What follows belongs to an exercise in optimizing a design on an open flow for small area, a short achievable clock period and few clock cycles per item; a production flow would make more cautious choices.
Only simulation tests tie the RTL to the original design; equivalence was not proved.
No activity file was given, so power comes from the tool's default toggle rates.

Design dns_proxy_query_classifier_table, start of the top module:
module dns_proxy_query_classifier_table #(
    parameter int TABLE_DEPTH = dpqc_pkg::DPQC_TABLE_DEPTH
) (
    input  logic        i_clk,
    input  logic        i_rst_n,
    input  logic        i_req_valid,
    output logic        o_req_ready,
    input  logic        i_req_type,
    input  logic [15:0] i_req_txn_id,
    input  logic        i_req_flag_qr,
    input  logic        i_req_flag_z,
    input  logic        i_req_flag_cd,
    input  logic [15:0] i_req_question_count,
    input  logic [15:0] i_req_answer_count,
    input  logic [15:0] i_req_query_type,
    input  logic [15:0] i_req_query_class,
    input  logic        i_req_name_blocked,
    input  logic [15:0] i_req_client_port,
    input  logic [31:0] i_req_client_addr,
    output logic        o_rsp_valid,
    input  logic        i_rsp_ready,
    output logic [2:0]  o_rsp_action,
    output logic [2:0]  o_rsp_rcode,
    output logic [15:0] o_rsp_dest_port,
    output logic [31:0] o_rsp_dest_addr
);
    dpqc_pkg::t_req w_req;
    assign w_req.req_type       = i_req_type;
    assign w_req.txn_id         = i_req_txn_id;
    assign w_req.flag_qr        = i_req_flag_qr;
    assign w_req.flag_z         = i_req_flag_z;
    assign w_req.flag_cd        = i_req_flag_cd;
    assign w_req.question_count = i_req_question_count;
    assign w_req.answer_count   = i_req_answer_count;
    assign w_req.query_type     = i_req_query_type;
    assign w_req.query_class    = i_req_query_class;
    assign w_req.name_blocked   = i_req_name_blocked;
    assign w_req.client_port    = i_req_client_port;
    assign w_req.client_addr    = i_req_client_addr;
    localparam int IDX_W = $clog2(TABLE_DEPTH);
    logic               r2_v, r2_wr, r_out_v, r_skid_v;
    logic [IDX_W-1:0]   r_wr_slot;
    logic               r_full;
    logic [2:0]             r2_act;
    logic                   r2_own;
    logic [TABLE_DEPTH-1:0] r2_match;
    logic [TABLE_DEPTH-1:0] r2_match_hold;
    logic [TABLE_DEPTH-1:0] w_nxt_match;
  ...
For scale: about 5100 cells after synthesis, roughly 2400 flip-flops, about 89000 um^2 of cells after synthesis.
Settings: LEC_CHECK=0, CAP_MARGIN=20, CORE_MARGIN=2, CORE_UTILIZATION=40, CTS_CLUSTER_DIAMETER=80, CTS_CLUSTER_SIZE=30, PLACE_DENSITY=0.6, SETUP_SLACK_MARGIN=3.4, SLEW_MARGIN=20, TNS_END_PERCENT=5; clock period 6.0 ns.
run.sh (not shown) runs the stock make flow with config.mk's settings and CLKGATE_MAP_FILE= SYNTH_SCRIPT=/design/flow/synth_recipe.tcl, a recipe that flattens the netlist after the stock synthesis.
Testbench counts at the start, summed over its fixed seeds: cycles 12,016, items 12,000.
Change:
--- a/flow/config.mk
+++ b/flow/config.mk
@@ -11,2 +10,0 @@
-export CTS_CLUSTER_DIAMETER = 80
-export CTS_CLUSTER_SIZE = 30
@@ -16 +13,0 @@
-export TNS_END_PERCENT = 5
Cell count is higher by 3.1%.
Utilization is higher by 2.4 points.
Via count is higher by 3.3%.
Global-route usage is higher by 1.3 points.
Die area does not change.
Routed wire length is higher by 4.9%.
Power is higher by 19%.
Clock-buffer cell count is higher by 177.
First-iteration DRC count is higher by 6.0%.
Sequential share of layout area is lower by 3.3 points.
Change:
--- a/flow/config.mk
+++ b/flow/config.mk
@@ -10,0 +11,2 @@
+export CTS_CLUSTER_DIAMETER = 70
+export CTS_CLUSTER_SIZE = 25
Result:
- final area drops by 2.4%
- wire length drops by 0.54%
- hold slack gains 29 ps
- maximum frequency drops by 2.6%
- power drops by 13%
- first-iteration DRC count climbs by 1.0%
- synthesized area does not change
Change:
--- a/flow/config.mk
+++ b/flow/config.mk
@@ -11,2 +10,0 @@
-export CTS_CLUSTER_DIAMETER = 70
-export CTS_CLUSTER_SIZE = 25
@@ -15,0 +14 @@
+export TNS_END_PERCENT = 5
Global-route usage came out lower by 0.95 points.
Worst setup slack got worse by 95 ps.
Register-to-register slack got worse by 70 ps.
Clock power came out higher by 46%.
Combinational power came out lower by about 9%.
Maximum frequency came out lower by 3.3%.
Via count came out lower by 1.8%.
Synthesized cell count is unchanged.
Cell area came out higher by 0.55%.
Critical path depth came out higher by 5.

---

Setup of red:
Another version of the RTL of dns_proxy_query_classifier_table (not shown whole).
Size in the first run: ~88000 µm² of cells after synthesis.
==> flow/design.v (excerpt) <==
module dns_proxy_query_classifier_table #(
    parameter int TABLE_DEPTH = dpqc_pkg::DPQC_TABLE_DEPTH
) (
    input  logic        i_clk,
    input  logic        i_rst_n,
    input  logic        i_req_valid,
    output logic        o_req_ready,
    input  logic        i_req_type,
    input  logic [15:0] i_req_txn_id,
    input  logic        i_req_flag_qr,
    input  logic        i_req_flag_z,
    input  logic        i_req_flag_cd,
    input  logic [15:0] i_req_question_count,
    input  logic [15:0] i_req_answer_count,
    input  logic [15:0] i_req_query_type,
    input  logic [15:0] i_req_query_class,
    input  logic        i_req_name_blocked,
    input  logic [15:0] i_req_client_port,
    input  logic [31:0] i_req_client_addr,
    output logic        o_rsp_valid,
    input  logic        i_rsp_ready,
    output logic [2:0]  o_rsp_action,
    output logic [2:0]  o_rsp_rcode,
    output logic [15:0] o_rsp_dest_port,
    output logic [31:0] o_rsp_dest_addr
);
    dpqc_pkg::t_req w_req;
    assign w_req.req_type       = i_req_type;
    assign w_req.txn_id         = i_req_txn_id;
    assign w_req.flag_qr        = i_req_flag_qr;
    assign w_req.flag_z         = i_req_flag_z;
    assign w_req.flag_cd        = i_req_flag_cd;
    assign w_req.question_count = i_req_question_count;
    assign w_req.answer_count   = i_req_answer_count;
    assign w_req.query_type     = i_req_query_type;
    assign w_req.query_class    = i_req_query_class;
    assign w_req.name_blocked   = i_req_name_blocked;
    assign w_req.client_port    = i_req_client_port;
    assign w_req.client_addr    = i_req_client_addr;
    localparam int IDX_W = $clog2(TABLE_DEPTH);
    logic               r2_v, r2_wr, r_out_v, r_skid_v;
    logic [IDX_W-1:0]   r_wr_slot;
    logic               r_full;
    logic [2:0]             r2_act;
    logic                   r2_own;
    logic [TABLE_DEPTH-1:0] r2_match;
  ...
==> flow/config.mk <==
export PLATFORM = sky130hd
export DESIGN_NAME = dns_proxy_query_classifier_table
export DESIGN_NICKNAME = dns_proxy_query_classifier_table
export VERILOG_FILES = /design/flow/design.v
export SDC_FILE = /design/flow/constraint.sdc
export NUM_CORES = 4
export LEC_CHECK = 0
export CAP_MARGIN = 20
export CORE_MARGIN = 2
export CORE_UTILIZATION = 40
export CTS_CLUSTER_DIAMETER = 70
export CTS_CLUSTER_SIZE = 25
export PLACE_DENSITY = 0.6
export SETUP_SLACK_MARGIN = 3.6
export SLEW_MARGIN = 20
==> flow/constraint.sdc <==
create_clock -name core_clock -period 6.0 [get_ports {i_clk}]
set_input_delay 1.2000 -clock core_clock [delete_from_list [all_inputs] [get_ports {i_clk}]]
set_output_delay 1.2000 -clock core_clock [all_outputs]
set_load 0.01 [all_outputs]
Testbench counts of red, summed over its fixed seeds: cycles 12,016, items 12,000.
Input-level comparison between blue and red:
- CTS_CLUSTER_DIAMETER removed (was 70)
- SETUP_SLACK_MARGIN changed from 3.6 to 3.4
- CTS_CLUSTER_SIZE removed (was 25)
Findings:
- blue: PASS, flow complete, no timing, DRC or antenna violations
- Taking red as the reference, in blue power share of the clock group grew by 6.7 points; total power draw now sits higher; critical path depth shows a reduction of 1; worst-skew pair later-pin latency climbed 0.06 ns; first-pass GRT wire length decreased about 4.4%.
- blue has more setup slack than red.
- Worst setup path startpoint: r2_lo$_DFF_P_ -> blue, r2_grp[5]$_DFF_P_ -> red
- Against red, blue reports a met1 layer usage reported by global route that is lower.

-- what the ideal ports hide --
How much do the figures lean on ideal ports? The routed layouts below were timed once more, with nothing changed but the port constraints.
Step 1: set_driving_cell puts a clkbuf_16 on i_clk and a buf_2 on each other input, an assumption about the parent block.
Step 2 times the ports against the registers' clock, not the clock port: input delays grow and output delays shrink by t, the midpoint of the rising clock arrivals with the driver on.
Slacks: ideal ports / drivers / drivers and shift; pairs: ideal ports / drivers.
run | t, ns | slack for setup (ns) | hold slack, ns
the first run of note 1 | 0.925 | 2.989 / 2.989 / 2.337 | 0.465 / 0.465 / 0.465
the second run of note 1 | 0.943 | 3.242 / 3.242 / 2.499 | 0.439 / 0.439 / 0.439
the third run of note 1 | 0.922 | 3.170 / 3.170 / 2.511 | 0.468 / 0.468 / 0.468
the fourth run of note 1 | 0.970 | 3.075 / 3.082 / 2.172 | 0.461 / 0.461 / 0.461
red | 0.901 | 3.345 / 3.345 / 2.495 | 0.461 / 0.461 / 0.461
blue | 0.935 | 3.352 / 3.339 / 2.516 | 0.450 / 0.450 / 0.450
After both steps every run listed still meets setup and hold. The setup slack of the fourth run of note 1, which loses most, moves by +0.007 ns with the drivers and by -0.903 ns with both steps.
